Source: an optimization exercise on an open RTL-to-GDS flow (aim: small area, a short achievable clock period and few clock cycles per item). Production flows keep margins and buffers that such runs may drop. Only simulation tests tie the RTL to the original design; equivalence was not proved. Power is estimated from default activity; no workload was simulated.

<file path="flow/run.sh">
#!/bin/bash
# synth_recipe.tcl (not shown) runs the flow's synth.tcl, then flattens the netlist and writes it again
# the make line also repeats each setting of config.mk as NAME=value (left out here)
make -C /OpenROAD-flow-scripts/flow DESIGN_CONFIG=/design/flow/config.mk WORK_HOME=/design/flow/orfs CLKGATE_MAP_FILE= SYNTH_SCRIPT=/design/flow/synth_recipe.tcl finish
</file>
<file path="flow/config.mk">
export PLATFORM = sky130hd
export DESIGN_NAME = pid_heading_controller_core
export DESIGN_NICKNAME = pid_heading_controller_core
export VERILOG_FILES = /design/flow/design.v
export SDC_FILE = /design/flow/constraint.sdc
export NUM_CORES = 4
export LEC_CHECK = 0
export CAP_MARGIN = 20
export CORE_MARGIN = 2
export CORE_UTILIZATION = 40
export SLEW_MARGIN = 20
</file>
<file path="flow/constraint.sdc">
create_clock -name core_clock -period 8.0 [get_ports {i_clk}]
set_input_delay 1.6000 -clock core_clock [delete_from_list [all_inputs] [get_ports {i_clk}]]
set_output_delay 1.6000 -clock core_clock [all_outputs]
set_load 0.01 [all_outputs]
</file>
<file path="flow/design.v">
`default_nettype none
package phc_pkg;
    localparam int ANGLE_W   = 16;
    localparam int GAIN_W    = 20;
    localparam int LIMIT_W   = 10;
    localparam int ERR_W     = 17;
    localparam int DIFF_W    = 18;
    localparam int SUM_W     = 32;
    localparam int DRIVE_W   = 11;
    localparam int PP_W      = GAIN_W + 1 + ERR_W;
    localparam int PI_W      = GAIN_W + 1 + SUM_W;
    localparam int PD_W      = GAIN_W + 1 + DIFF_W;
    localparam int RAW_W     = 54;
    localparam int FRAC_SHIFT = 20;
    localparam int FLOOR_W   = RAW_W - FRAC_SHIFT;
    localparam int VAL_W     = FLOOR_W + 1;
    localparam int ADDR_W    = 5;
    localparam int DATA_W    = 32;
    localparam logic [VAL_W-1:0] DRIVE_OFFSET = VAL_W'(90);
    localparam logic [ANGLE_W-1:0] TARGET_RST = '0;
    localparam logic [GAIN_W-1:0]  KP_RST     = GAIN_W'(26214);
    localparam logic [GAIN_W-1:0]  KI_RST     = '0;
    localparam logic [GAIN_W-1:0]  KD_RST     = GAIN_W'(66);
    localparam logic [LIMIT_W-1:0] LIMIT_RST  = LIMIT_W'(250);
    typedef enum logic [2:0] {
        REG_TARGET = 3'd0,
        REG_KP     = 3'd1,
        REG_KI     = 3'd2,
        REG_KD     = 3'd3,
        REG_LIMIT  = 3'd4
    } t_reg_idx;
endpackage
`default_nettype wire
`default_nettype none
module pid_heading_controller_core (
    input  wire logic                                i_clk,
    input  wire logic                                i_rst_n,
    input  wire logic                                psel,
    input  wire logic                                penable,
    input  wire logic                                pwrite,
    input  wire logic [phc_pkg::ADDR_W-1:0]          paddr,
    input  wire logic [phc_pkg::DATA_W-1:0]          pwdata,
    output logic      [phc_pkg::DATA_W-1:0]          prdata,
    output logic                                     pready,
    input  wire logic                                i_in_valid,
    output logic                                     o_in_stall,
    input  wire logic signed [phc_pkg::ANGLE_W-1:0]  i_measured_angle,
    output logic                                     o_out_valid,
    input  wire logic                                i_out_stall,
    output logic signed [phc_pkg::DRIVE_W-1:0]       o_drive_cmd,
    output logic                                     o_clamped
);
    localparam int ANGLE_W = phc_pkg::ANGLE_W;
    localparam int GAIN_W = phc_pkg::GAIN_W;
    localparam int LIMIT_W = phc_pkg::LIMIT_W;
    localparam int ERR_W = phc_pkg::ERR_W;
    localparam int DIFF_W = phc_pkg::DIFF_W;
    localparam int SUM_W = phc_pkg::SUM_W;
    localparam int DRIVE_W = phc_pkg::DRIVE_W;
    localparam int PP_W = phc_pkg::PP_W;
    localparam int PI_W = phc_pkg::PI_W;
    localparam int PD_W = phc_pkg::PD_W;
    localparam int RAW_W = phc_pkg::RAW_W;
    localparam int FRAC_SHIFT = phc_pkg::FRAC_SHIFT;
    localparam int FLOOR_W = phc_pkg::FLOOR_W;
    localparam int VAL_W = phc_pkg::VAL_W;
    localparam int ADDR_W = phc_pkg::ADDR_W;
    localparam int DATA_W = phc_pkg::DATA_W;
    localparam logic [VAL_W-1:0]   DRIVE_OFFSET = phc_pkg::DRIVE_OFFSET;
    localparam logic [ANGLE_W-1:0] TARGET_RST   = phc_pkg::TARGET_RST;
    localparam logic [GAIN_W-1:0]  KP_RST       = phc_pkg::KP_RST;
    localparam logic [GAIN_W-1:0]  KI_RST       = phc_pkg::KI_RST;
    localparam logic [GAIN_W-1:0]  KD_RST       = phc_pkg::KD_RST;
    localparam logic [LIMIT_W-1:0] LIMIT_RST    = phc_pkg::LIMIT_RST;
    typedef phc_pkg::t_reg_idx t_reg_idx;
    localparam t_reg_idx REG_TARGET = phc_pkg::REG_TARGET;
    localparam t_reg_idx REG_KP = phc_pkg::REG_KP;
    localparam t_reg_idx REG_KI = phc_pkg::REG_KI;
    localparam t_reg_idx REG_KD = phc_pkg::REG_KD;
    localparam t_reg_idx REG_LIMIT = phc_pkg::REG_LIMIT;
    logic signed [ANGLE_W-1:0] r_target_angle;
    logic [GAIN_W-1:0]         r_gain_prop;
    logic [GAIN_W-1:0]         r_gain_integ;
    logic [GAIN_W-1:0]         r_gain_deriv;
    logic [LIMIT_W-1:0]        r_drive_limit;
    logic     w_cfg_wr;
    t_reg_idx w_reg_idx;
    assign w_cfg_wr  = psel && penable && pwrite;
    assign w_reg_idx = t_reg_idx'(paddr[ADDR_W-1:2]);
    assign pready    = 1'b1;
    always_ff @(posedge i_clk) begin
        if (!i_rst_n) begin
            r_target_angle <= TARGET_RST;
            r_gain_prop    <= KP_RST;
            r_gain_integ   <= KI_RST;
            r_gain_deriv   <= KD_RST;
            r_drive_limit  <= LIMIT_RST;
        end else if (w_cfg_wr) begin
            case (w_reg_idx)
                REG_TARGET: r_target_angle <= pwdata[ANGLE_W-1:0];
                REG_KP:     r_gain_prop    <= pwdata[GAIN_W-1:0];
                REG_KI:     r_gain_integ   <= pwdata[GAIN_W-1:0];
                REG_KD:     r_gain_deriv   <= pwdata[GAIN_W-1:0];
                REG_LIMIT:  r_drive_limit  <= pwdata[LIMIT_W-1:0];
                default: ;
            endcase
        end
    end
    always_comb begin
        case (w_reg_idx)
            REG_TARGET: prdata = DATA_W'(unsigned'(r_target_angle));
            REG_KP:     prdata = DATA_W'(r_gain_prop);
            REG_KI:     prdata = DATA_W'(r_gain_integ);
            REG_KD:     prdata = DATA_W'(r_gain_deriv);
            REG_LIMIT:  prdata = DATA_W'(r_drive_limit);
            default:    prdata = '0;
        endcase
    end
    logic r_s1_valid, r_s2_valid, r_s3_valid, r_out_valid;
    logic w_en1, w_en2, w_en3, w_en4, w_in_accept;
    assign w_en4       = !r_out_valid || !i_out_stall;
    assign w_en3       = !r_s3_valid || w_en4;
    assign w_en2       = !r_s2_valid || w_en3;
    assign w_en1       = !r_s1_valid || w_en2;
    assign o_in_stall  = !w_en1;
    assign w_in_accept = i_in_valid && w_en1;
    assign o_out_valid = r_out_valid;
    always_ff @(posedge i_clk) begin
        if (!i_rst_n) begin
            r_s1_valid  <= 1'b0;
            r_s2_valid  <= 1'b0;
            r_s3_valid  <= 1'b0;
            r_out_valid <= 1'b0;
        end else begin
            if (w_en1) r_s1_valid  <= i_in_valid;
            if (w_en2) r_s2_valid  <= r_s1_valid;
            if (w_en3) r_s3_valid  <= r_s2_valid;
            if (w_en4) r_out_valid <= r_s3_valid;
        end
    end
    logic signed [SUM_W-1:0]  r_error_sum, n_error_sum;
    logic signed [ERR_W-1:0]  r_prev_error, n_prev_error;
    logic signed [SUM_W:0]    w_sum_wide;
    logic signed [ERR_W-1:0]  r_s1_err;
    logic signed [SUM_W-1:0]  r_s1_sum;
    logic signed [DIFF_W-1:0] r_s1_diff, n_s1_diff;
    always_comb begin
        n_prev_error = ERR_W'(r_target_angle) - ERR_W'(i_measured_angle);
        w_sum_wide   = (SUM_W+1)'(r_error_sum) + (SUM_W+1)'(n_prev_error);
        if (w_sum_wide[SUM_W] != w_sum_wide[SUM_W-1]) begin
            n_error_sum = w_sum_wide[SUM_W] ? {1'b1, {(SUM_W-1){1'b0}}}
                                            : {1'b0, {(SUM_W-1){1'b1}}};
        end else begin
            n_error_sum = w_sum_wide[SUM_W-1:0];
        end
        n_s1_diff = DIFF_W'(n_prev_error) - DIFF_W'(r_prev_error);
    end
    always_ff @(posedge i_clk) begin
        if (!i_rst_n) begin
            r_error_sum  <= '0;
            r_prev_error <= '0;
        end else if (w_in_accept) begin
            r_error_sum  <= n_error_sum;
            r_prev_error <= n_prev_error;
        end
    end
    always_ff @(posedge i_clk) begin
        if (w_en1) begin
            r_s1_err  <= n_prev_error;
            r_s1_sum  <= n_error_sum;
            r_s1_diff <= n_s1_diff;
        end
    end
    logic signed [PP_W-1:0] r_s2_pp;
    logic signed [PI_W-1:0] r_s2_pi;
    logic signed [PD_W-1:0] r_s2_pd;
    always_ff @(posedge i_clk) begin
        if (w_en2) begin
            r_s2_pp <= PP_W'(PP_W'($signed({1'b0, r_gain_prop})) * PP_W'(r_s1_err));
            r_s2_pi <= PI_W'(PI_W'($signed({1'b0, r_gain_integ})) * PI_W'(r_s1_sum));
            r_s2_pd <= PD_W'(PD_W'($signed({1'b0, r_gain_deriv})) * PD_W'(r_s1_diff));
        end
    end
    logic signed [RAW_W-1:0] r_s3_raw;
    always_ff @(posedge i_clk) begin
        if (w_en3) begin
            r_s3_raw <= RAW_W'(r_s2_pp) + RAW_W'(r_s2_pi) + RAW_W'(r_s2_pd);
        end
    end
    logic signed [FLOOR_W-1:0] w_floor;
    logic signed [VAL_W-1:0]   w_val;
    logic signed [VAL_W-1:0]   w_lim;
    logic signed [DRIVE_W-1:0] n_drive, r_drive;
    logic                      n_clamped, r_clamped;
    always_comb begin
        w_floor = r_s3_raw[RAW_W-1:FRAC_SHIFT];
        w_val   = w_floor[FLOOR_W-1] ? VAL_W'(w_floor) - DRIVE_OFFSET
                                     : VAL_W'(w_floor) + DRIVE_OFFSET;
        w_lim   = VAL_W'(r_drive_limit);
        if (w_val > w_lim) begin
            n_drive   = DRIVE_W'(r_drive_limit);
            n_clamped = 1'b1;
        end else if (w_val < -w_lim) begin
            n_drive   = -(DRIVE_W'(r_drive_limit));
            n_clamped = 1'b1;
        end else begin
            n_drive   = w_val[DRIVE_W-1:0];
            n_clamped = 1'b0;
        end
    end
    always_ff @(posedge i_clk) begin
        if (w_en4) begin
            r_drive   <= n_drive;
            r_clamped <= n_clamped;
        end
    end
    assign o_drive_cmd = r_drive;
    assign o_clamped   = r_clamped;
    logic signed [DRIVE_W-1:0] w_lim_drive;
    logic signed [DRIVE_W-1:0] w_offset_drive;
    logic                      w_at_limit;
    logic                      w_has_offset;
    assign w_lim_drive    = DRIVE_W'(r_drive_limit);
    assign w_offset_drive = DRIVE_W'(DRIVE_OFFSET);
    assign w_at_limit     = (o_drive_cmd == w_lim_drive) || (o_drive_cmd == -w_lim_drive);
    assign w_has_offset   = (o_drive_cmd >= w_offset_drive) || (o_drive_cmd <= -w_offset_drive);
endmodule
`default_nettype wire
</file>
==> run summary <==
logic make-up after synthesis:
kind of cell | Yosys count
AND/OR/NAND/NOR | 2254
adder cells (fa/ha/maj) | 1867
buffers and inverters | 1778
AO/OA/AOI/OAI | 830
flip-flops | 382
XOR/XNOR | 221
multiplexers | 28
other | 2
layer usage:
metal  vias to the layer above  track usage  part of all wire
met4                         2       0.0953             0.051
met1                     25200        0.288              0.44
met2                      1157        0.363              0.47
met5                         -            0          0.000070
met3                       288       0.0230             0.046
li1                      22900            -                 -
power by group through the flow:
stage / combinational [W] / clock (W) / sequential [W]
4_1_cts: 0.0124 / 0.00226 / 0.00390
3_5_place_dp: 0.0124 / 0 / 0.00393
2_1_floorplan: 0.00866 / 0 / 0.00330
5_1_grt: 0.0138 / 0.00233 / 0.00394
3_3_place_gp: 0.0122 / 0 / 0.00393
6_report: 0.0124 / 0.00220 / 0.00387
what timing repair did:
item / in CTS / in global routing
setup buffers: 0 / 9
endpoints found under the setup margin: 0 / 8
endpoints found under the hold margin: 0 / 0
gates resized for setup: 0 / 6
flip-flops by register name, summed over array words and instances, names as in the netlist:
register and cells:
r_s2_pi 53, r_s2_pd 39, r_s2_pp 38, r_s3_raw 34, r_error_sum 32, r_s1_sum 32, r_gain_deriv 20, r_gain_integ 20
r_gain_prop 20, r_s1_diff 18, r_prev_error 17, r_s1_err 17, r_target_angle 16, r_drive 11, r_drive_limit 10, r_clamped 1
r_out_valid 1, r_s1_valid 1, r_s2_valid 1, r_s3_valid 1
stage by stage:
step / hold WS (ps) / power [W] / std cells
floorplan: 432 / 0.0120 / 7373
global placement: 447 / 0.0161 / 9553
detailed placement: 452 / 0.0163 / 9553
CTS: 467 / 0.0186 / 9640
global route: 483 / 0.0201 / 9652
finish: 463 / 0.0184 / 9655
final cells by class:
| type | instances | area share |
|---|---|---|
| inverters | 1408 | 0.0711 |
| diodes | 4 | 0.000135 |
| flip-flops and latches | 382 | 0.136 |
| multi-input cells | 5213 | 0.696 |
| clock inverters | 26 | 0.00389 |
| repair buffers | 343 | 0.0392 |
| well taps | 2218 | 0.0373 |
| clock buffers | 61 | 0.0171 |
cells in the final DEF (no fill, tap or decap), types with 34 or more instances in the layout:
master / synthesis / layout
inv_1: 1407 / 1407
fa_1: 1248 / 1247
nand2_1: 968 / 967
and2_1: 717 / 716
ha_1: 600 / 600
buf_4: 13 / 250
edfxtp_1: 243 / 243
nor2_1: 209 / 208
a21oi_1: 199 / 199
xnor2_1: 164 / 163
dfxtp_1: 139 / 138
o21ai_0: 130 / 129
a21o_1: 102 / 102
a21boi_0: 93 / 93
clkdlybuf4s50_1: 0 / 78
nand3_1: 73 / 72
xor2_1: 57 / 57
nand2b_1: 55 / 55
nor2b_1: 55 / 55
nor3_1: 53 / 53
clkbuf_16: 0 / 48
o21a_1: 35 / 35
and3_1: 34 / 34
final timing paths:
kind / depth (start not counted) / from / end
setup reg to reg: 25 / r_s1_sum[12] / r_s2_pi[49]
setup / recovery: 25 / r_s1_sum[12] / r_s2_pi[49]
hold reg to reg: 2 / r_error_sum[11] / r_error_sum[11]
hold / removal: 2 / r_error_sum[11] / r_error_sum[11]
worst reg2reg max path, delay by kind of cell, from the launching register on:
kind            cells  cell delay [ps]
buf+inv             5              600
compound gates      6             1040
flops               1              810
simple gates        5              840
fa+ha+maj           8             3960
xor+xnor            1              100
==> results.toml <==
[cts]
cts_tree = "yes"
clk_pin_slew_ps = 60
cts_buffers = 47
cts_max_level = 2
clock_latency_ps = 670
ctsHoldBuffers = 0
clockBufferDepth = 3
cts_root_buf = "clkbuf_16"
cts_sinks = 382

[final_layout]
multiInputGateArea_mm2 = 0.0517
fill_cells = 16400
fin_util = 0.438
nets = 9303
design_area_mm2 = 0.0744
layout-drive-gt1-share = 0.0533
seq_area_mm2 = 0.0101
syn2layout_area_growth_pct = 8.64

[worst_hold_path]
hold_class = "reg2reg"

[route]
drt_iter0_markers = 3033
vias = 49500
wl_per_cell_um = 19.1
viasPerCell = 5.13
drt_first_pass_iters = 5
final_antenna_net_count = 0
wl_um = 185000
remaining_drc_errors = 0

[floorplanning]
die_h_um = 418
core_area_mm2 = 0.170
die_w_um = 418
die_area_mm2 = 0.174
io_pins = 107
rows = 151
start_util = 0.403

[worst_setup_path]
end_kind = "register"
start_kind = "register"
critPathMaxFanout = 13
crit_buf_inv = 5
rrSetupSlack_ps = 360
crit_required_ps = 8380
crit_family = "adder cells"
slowest_delay_ps = 810
critPathKind = "reg2reg"
cpMostUsedCell = "fa_1"
crit_arrival_ps = 8020
slowest_stage = "edfxtp_1"

[place]
gp_congestion = 0.917
place_area_mm2 = 0.0726
post-place-ws_ps = -48.7
post-dp-hpwl_um = 155000
io_buffers = 79

[pwr]
leakagePower_nw = 37.0
ir_worst_vdd_v = 0.000529
p_seq_frac = 0.210
p_per_area_mw_per_mm2 = 248
p_sw_w = 0.00928
internal-power_w = 0.00914
pwr-share-clk = 0.119
swShare = 0.504
pwr-share-comb = 0.671

[logic_synthesis]
synth_common_cells = "inv_1 (1407), fa_1 (1248), nand2_1 (968)"
syn_avg_cell_area_um2 = 9.30
synth_compound_area_frac = 0.0807
synth_top_area_share = 0.365
yosysTopAreaCell = "fa_1"
synth_edf_count = 243
ys_seq_area_frac = 0.147
synth_xor_area_frac = 0.0283
ys_ff_latch = 382
synthFlopType = "edfxtp_1"
synthMuxAreaShare = 0.00545
synth_top_family_by_area = "adder cells"
syn-instance-count = 7362
synth.most_common_cell = "inv_1"
yosys.area_share.adder = 0.478
async_reset_ff_frac = 0
synth.distinct_cells = 92
yosys-top-cells-area = "fa_1 (37%), ha_1 (11%), edfxtp_1 (11%)"
yosys.area_share.simple = 0.162
syn_area_mm2 = 0.0684
yosysWarnings = 1

[global_routing]
antenna_found_initial = 4
grt_pass1_vias = 52800
overflow = 0
grt_pass1_wl_um = 298000
track_usage = 0.218
grt_max_degree = 131

[timing]
slew_headroom = 0.224
finalCritPeriodShare = 0.955
slew_viol_final = 0
rsz0062_at_grt = "false"
timing.final.crit_period_ps = 7640
finClkSkew_ps = 62.2
setup_viol = 0
hold_viol_final = 0
tightest_slew_ps = 1160
fmax_ghz = 0.131
tns_ps = 0
fin_ws_ps = 360

[status]
status = "complete, no violations"

[flow_run]
max-cap-violations = 0
Testbench counts, summed over its fixed seeds: cycles 17,096, items 16,000.

## what the ideal ports hide
Ports are ideal in the flow. The routed layout listed here was re-timed in OpenROAD. Step 1 (the two cells are an assumption about what drives the block):
set clk [get_ports {i_clk}]
set_driving_cell -lib_cell sky130_fd_sc_hd__clkbuf_16 $clk
set_driving_cell -lib_cell sky130_fd_sc_hd__buf_2 [delete_from_list [all_inputs] $clk]
Step 2 times the ports against the registers' clock, not the clock port: input delays grow and output delays shrink by t, the midpoint of the rising clock arrivals with the driver on. Slacks: no drivers / after step 1 / after step 2; pairs: no drivers / after step 1.
shift t [ns]: 0.723
setup WS [ns]: 0.360 / 0.360 / -0.039
latest minus earliest clock arrival (ns): 0.063 / 0.062
Met with ideal ports but missed after step 2: setup timing in this run. For this run, drivers alone change the setup slack by 0.000 ns; drivers and shift together by -0.399 ns.
